From an optimization exercise on the open Yosys and OpenROAD flow, aimed at small area, a short achievable clock period and few clock cycles per item; shortcuts taken in it are not production practice. Only simulation tests tie the RTL to the original design; equivalence was not proved. Power and IR drop assume default switching activity.

v43:
## wtm32
module wtm32 (
  input  wire logic        clk,
  input  wire logic        arst_n,
  input  wire logic        in_valid,
  input  wire logic [31:0] in_a,
  input  wire logic [31:0] in_b,
  output logic             in_ready,
  output logic             out_valid,
  output logic [63:0]      out_product,
  input  wire logic        credit_ret
);
Size in the first run: roughly 2,600 cells after synthesis, ~130 I/O pins, roughly 29,000 um2 of cells after synthesis.
export LEC_CHECK = 0
export CAP_MARGIN = 20
export CORE_MARGIN = 2
export CORE_UTILIZATION = 40
export SETUP_SLACK_MARGIN = 4.8
export SLEW_MARGIN = 20
export SYNTH_HIERARCHICAL = 1
export TNS_END_PERCENT = 0
create_clock -name core_clock -period 8.0 [get_ports {clk}]
standard.sh (not shown) runs the stock make flow with config.mk's settings and CLKGATE_MAP_FILE= SYNTH_SCRIPT=/design/flow/synth_recipe.tcl, a recipe that flattens the netlist after the stock synthesis.
==> flow/flow/run.sh <==
#!/bin/bash
# Own flow: the standard synthesis, then every combinational cell that
# synthesis sized above drive 1 is set back to drive 1 (hierarchical
# synthesis sizes each leaf module alone, without its real load), then
# the standard layout from floorplan to finish.  Timing repair in the
# layout steps upsizes again where a path needs it.  Every port still gets
# its own buffer, but a buf_1 rather than the default clkdlybuf4s50_1.
set -euo pipefail
bash standard.sh synth > synth_std.log 2>&1
R=orfs/results/${FLOW_PLATFORM}/wtm32/base
python3 flow/downsize.py "$R/1_2_yosys.v" > downsize.log 2>&1
rm -f "$R/1_synth.odb" "$R/1_synth.sdc"
export BUFFER_PORTS_ARGS="-buffer_cell sky130_fd_sc_hd__buf_1"
bash standard.sh > layout_std.log 2>&1
==> flow/flow/downsize.py <==
#!/usr/bin/env python3
"""Set combinational cells of a sky130hd netlist to drive strength 1.
Flip-flops, latches, buffers, clock cells and tie cells are left alone."""
import re, sys
path = sys.argv[1]
src = open(path).read()
KEEP = ('df', 'dl', 'sdf', 'edf', 'buf', 'clk', 'conb', 'tap', 'fill', 'decap', 'diode', 'dly', 'ha_', 'fa_')
import os
lib = os.path.join(os.environ.get('FLOW_HOME', '/OpenROAD-flow-scripts/flow'),
                   'platforms/sky130hd/lib/sky130_fd_sc_hd__tt_025C_1v80.lib')
cells = set(re.findall(r'cell \("sky130_fd_sc_hd__(\w+)"\)', open(lib).read()))
count = {}
def repl(m):
    base, size = m.group(1), m.group(2)
    name = base + '_' + size
    if size in ('0', '1') or name.startswith(KEEP) or (base + '_1') not in cells:
        return m.group(0)
    count[name] = count.get(name, 0) + 1
    return 'sky130_fd_sc_hd__' + base + '_1 '
out = re.sub(r'\bsky130_fd_sc_hd__([a-z0-9]+(?:_[a-z0-9]+)*?)_(\d+)\s', repl, src)
open(path, 'w').write(out)
for k, v in sorted(count.items()):
    print(k, '->', k.rsplit('_', 1)[0] + '_1', v)
Testbench counts of v43, summed over its fixed seeds: cycles 3,224, items 3,200.
Relative to v43, the following input files were edited for v3:
-- flow/config.mk --
<<< v43, line 9
export CORE_MARGIN = 2
export CORE_UTILIZATION = 40
export SETUP_SLACK_MARGIN = 4.8
export SLEW_MARGIN = 20
>>> v3, line 9
export CORE_MARGIN = 2
export CORE_UTILIZATION = 55
export CTS_CLUSTER_DIAMETER = 80
export CTS_CLUSTER_SIZE = 35
export SETUP_SLACK_MARGIN = 4.6
export SLEW_MARGIN = 20
Notes after the runs:
- Cmp v3 vs v43: die area lower in v3
- Between v3 and v43, it is v3 whose sequential share of cell area is higher, by 2.5 points.
- TritonCTS buffer count in v3 vs v43: down 16
- Setup WNS v43 -> v3: worse
- From v43 to v3 the numbers moved as follows: via total after detailed routing dropped 10%; power dissipated in sequential cells climbed about 7%; power dropped 13%; combinational power dropped about 16%.
- Against v43, die extent in y in v3 fell by more than 10%.
- Floorplan die width for v3: 39 um down relative to v43
diff inputs: v3 => v1
-- flow/config.mk --
<<< v3, line 12
export CTS_CLUSTER_SIZE = 35
export SETUP_SLACK_MARGIN = 4.6
export SLEW_MARGIN = 20
export SYNTH_HIERARCHICAL = 1
export TNS_END_PERCENT = 0
>>> v1, line 12
export CTS_CLUSTER_SIZE = 35
export SETUP_SLACK_MARGIN = 4.5
export SLEW_MARGIN = 20
export SYNTH_HIERARCHICAL = 1
The final layouts of v3 and v1 pass the timing, design-rule and antenna checks.
The hold slack of v3 and that of v1 are within noise of each other.
Share of the clock period used by the worst path was higher in the run labelled v3.
Between v1 and v3, the critical path data required time does not differ in any meaningful way.
v3 consumes less power than v1.
Input-level comparison between v33 and v1:
-- flow/config.mk --
<<< v1, line 9
export CORE_MARGIN = 2
export CORE_UTILIZATION = 55
export CTS_CLUSTER_DIAMETER = 80
export CTS_CLUSTER_SIZE = 35
export SETUP_SLACK_MARGIN = 4.5
>>> v33, line 9
export CORE_MARGIN = 2
export CORE_UTILIZATION = 68
export CTS_CLUSTER_DIAMETER = 60
export CTS_CLUSTER_SIZE = 30
export SETUP_SLACK_MARGIN = 4.5
- Going from v1 to v33, the area overhead of the layout relative to synthesis was found to have gone down by 0.50 points.
- Comparing initial core utilization for v1 and v33, the smaller number came from v1.
- Between v1 and v33, the flow reports half-perimeter wire length after detailed placement decreasing by a few percent.
- Utilization v1 -> v33: up
- From v1 to v33 the numbers moved as follows: routing usage on met2 now larger, worst path buffer plus inverter count now smaller.
Setup changes, v33 to v57
-- flow/config.mk --
<<< v33, line 10
export CORE_UTILIZATION = 68
export CTS_CLUSTER_DIAMETER = 60
export CTS_CLUSTER_SIZE = 30
export SETUP_SLACK_MARGIN = 4.5
>>> v57, line 10
export CORE_UTILIZATION = 68
export SETUP_SLACK_MARGIN = 4.5
[summary]
- Area growth from synthesis to final layout: v57 and v33 compared, higher one is v57
- Power of v57 exceeds that of v33 slightly.
- Going from v33 to v57, worst hold path depth stayed essentially flat, final worst-path setup slack rose 0.022 ns, initial standard-cell utilization of the core now sits at about the same level, shortest period the worst path allows fell 0.022 ns.
- Re final cell count: v57 is 12 up on v33.
Edits applied to the flow inputs when going from v57 to v6:
-- flow/config.mk --
<<< v57, line 9
export CORE_MARGIN = 2
export CORE_UTILIZATION = 68
export SETUP_SLACK_MARGIN = 4.5
export SLEW_MARGIN = 20
>>> v6, line 9
export CORE_MARGIN = 2
export CORE_UTILIZATION = 40
export SETUP_SLACK_MARGIN = 4.6
export SLEW_MARGIN = 20
Notes after the runs:
Layout-stage area growth over the synthesis result (lower): v57. Going from v57 to v6, met2 layer wire length in the routed design grew by more than 10%. v6 ends up with lower worst path arrival time than v57 does. Final critical delay including setup and external delays for v6: 0.11 ns down relative to v57. In v6, the sequential portion of the cell area came out 0.87 points below the value in v57.

---

Starting RTL as in the previous note.
==> flow/config.mk <==
export PLATFORM = sky130hd
export DESIGN_NAME = wtm32
export DESIGN_NICKNAME = wtm32
export VERILOG_FILES = /design/flow/design.v
export SDC_FILE = /design/flow/constraint.sdc
export NUM_CORES = 4
export LEC_CHECK = 0
export CAP_MARGIN = 20
export CORE_MARGIN = 2
export CORE_UTILIZATION = 55
export SETUP_SLACK_MARGIN = 4.5
export SLEW_MARGIN = 20
export SYNTH_HIERARCHICAL = 1
==> flow/constraint.sdc <==
create_clock -name core_clock -period 8.0 [get_ports {clk}]
set_input_delay 1.6000 -clock core_clock [delete_from_list [all_inputs] [get_ports {clk}]]
set_output_delay 1.6000 -clock core_clock [all_outputs]
set_load 0.01 [all_outputs]
Scripts as last shown in full above: flow/flow/run.sh, flow/flow/downsize.py
Testbench counts at the start, summed over its fixed seeds: cycles 3,224, items 3,200.
Edit:
Settings changed: CORE_UTILIZATION 55 to 40, CTS_CLUSTER_DIAMETER set to 80, CTS_CLUSTER_SIZE set to 35.
Result: Worst setup slack loses 0.021 ns; wire length goes up by a few percent; die area goes up by well over a third; register-to-register slack loses 0.02 ns.
Edit:
Settings changed: CTS_CLUSTER_DIAMETER 80 to not set, CTS_CLUSTER_SIZE 35 to not set, SETUP_SLACK_MARGIN 4.5 to 4.4.
Flip-flop and latch count does not change.
Register-to-register slack is worse by 0.03 ns.
Wire length fell by 0.65%.
Power hardly moves.
Synthesized cell count does not change.

## re-timing with driven ports
No port has a modelled driver above. Below, the same layouts with a new extraction and two added sets of constraints.
Step 1 sets driving cells, clkbuf_16 on the clock port and buf_2 on the other inputs (assumed; they add their load-dependent delay and slew).
Step 2 times the ports against the registers' clock, not the clock port: input delays grow and output delays shrink by t, the midpoint of the rising clock arrivals with the driver on.
Slacks: ideal ports / drivers / drivers and shift; pairs: ideal ports / drivers.
| run | t, ns | setup WS [ns] | hold slack, ns | worst register clock-pin slew, ns |
|---|---|---|---|---|
| v43 | 0.635 | 4.605 / 4.605 / 4.605 | 0.351 / 0.351 / 0.351 | 0.07 / 0.07 |
| v3 | 0.661 | 4.426 / 4.426 / 4.426 | 0.367 / 0.367 / 0.367 | 0.11 / 0.11 |
| v1 | 0.657 | 4.497 / 4.497 / 4.497 | 0.367 / 0.367 / 0.367 | 0.11 / 0.11 |
| v33 | 0.659 | 4.446 / 4.446 / 4.446 | 0.364 / 0.364 / 0.364 | 0.09 / 0.09 |
| v57 | 0.631 | 4.468 / 4.468 / 4.468 | 0.365 / 0.365 / 0.365 | 0.07 / 0.07 |
| v6 | 0.643 | 4.575 / 4.575 / 4.575 | 0.353 / 0.353 / 0.353 | 0.07 / 0.07 |
| the first run of note 2 | 0.619 | 4.494 / 4.494 / 4.494 | 0.360 / 0.360 / 0.360 | 0.07 / 0.07 |
| the second run of note 2 | 0.671 | 4.473 / 4.473 / 4.473 | 0.357 / 0.357 / 0.357 | 0.10 / 0.10 |
| the third run of note 2 | 0.643 | 4.441 / 4.441 / 4.441 | 0.351 / 0.351 / 0.351 | 0.07 / 0.07 |
After both steps every run listed still meets setup and hold.
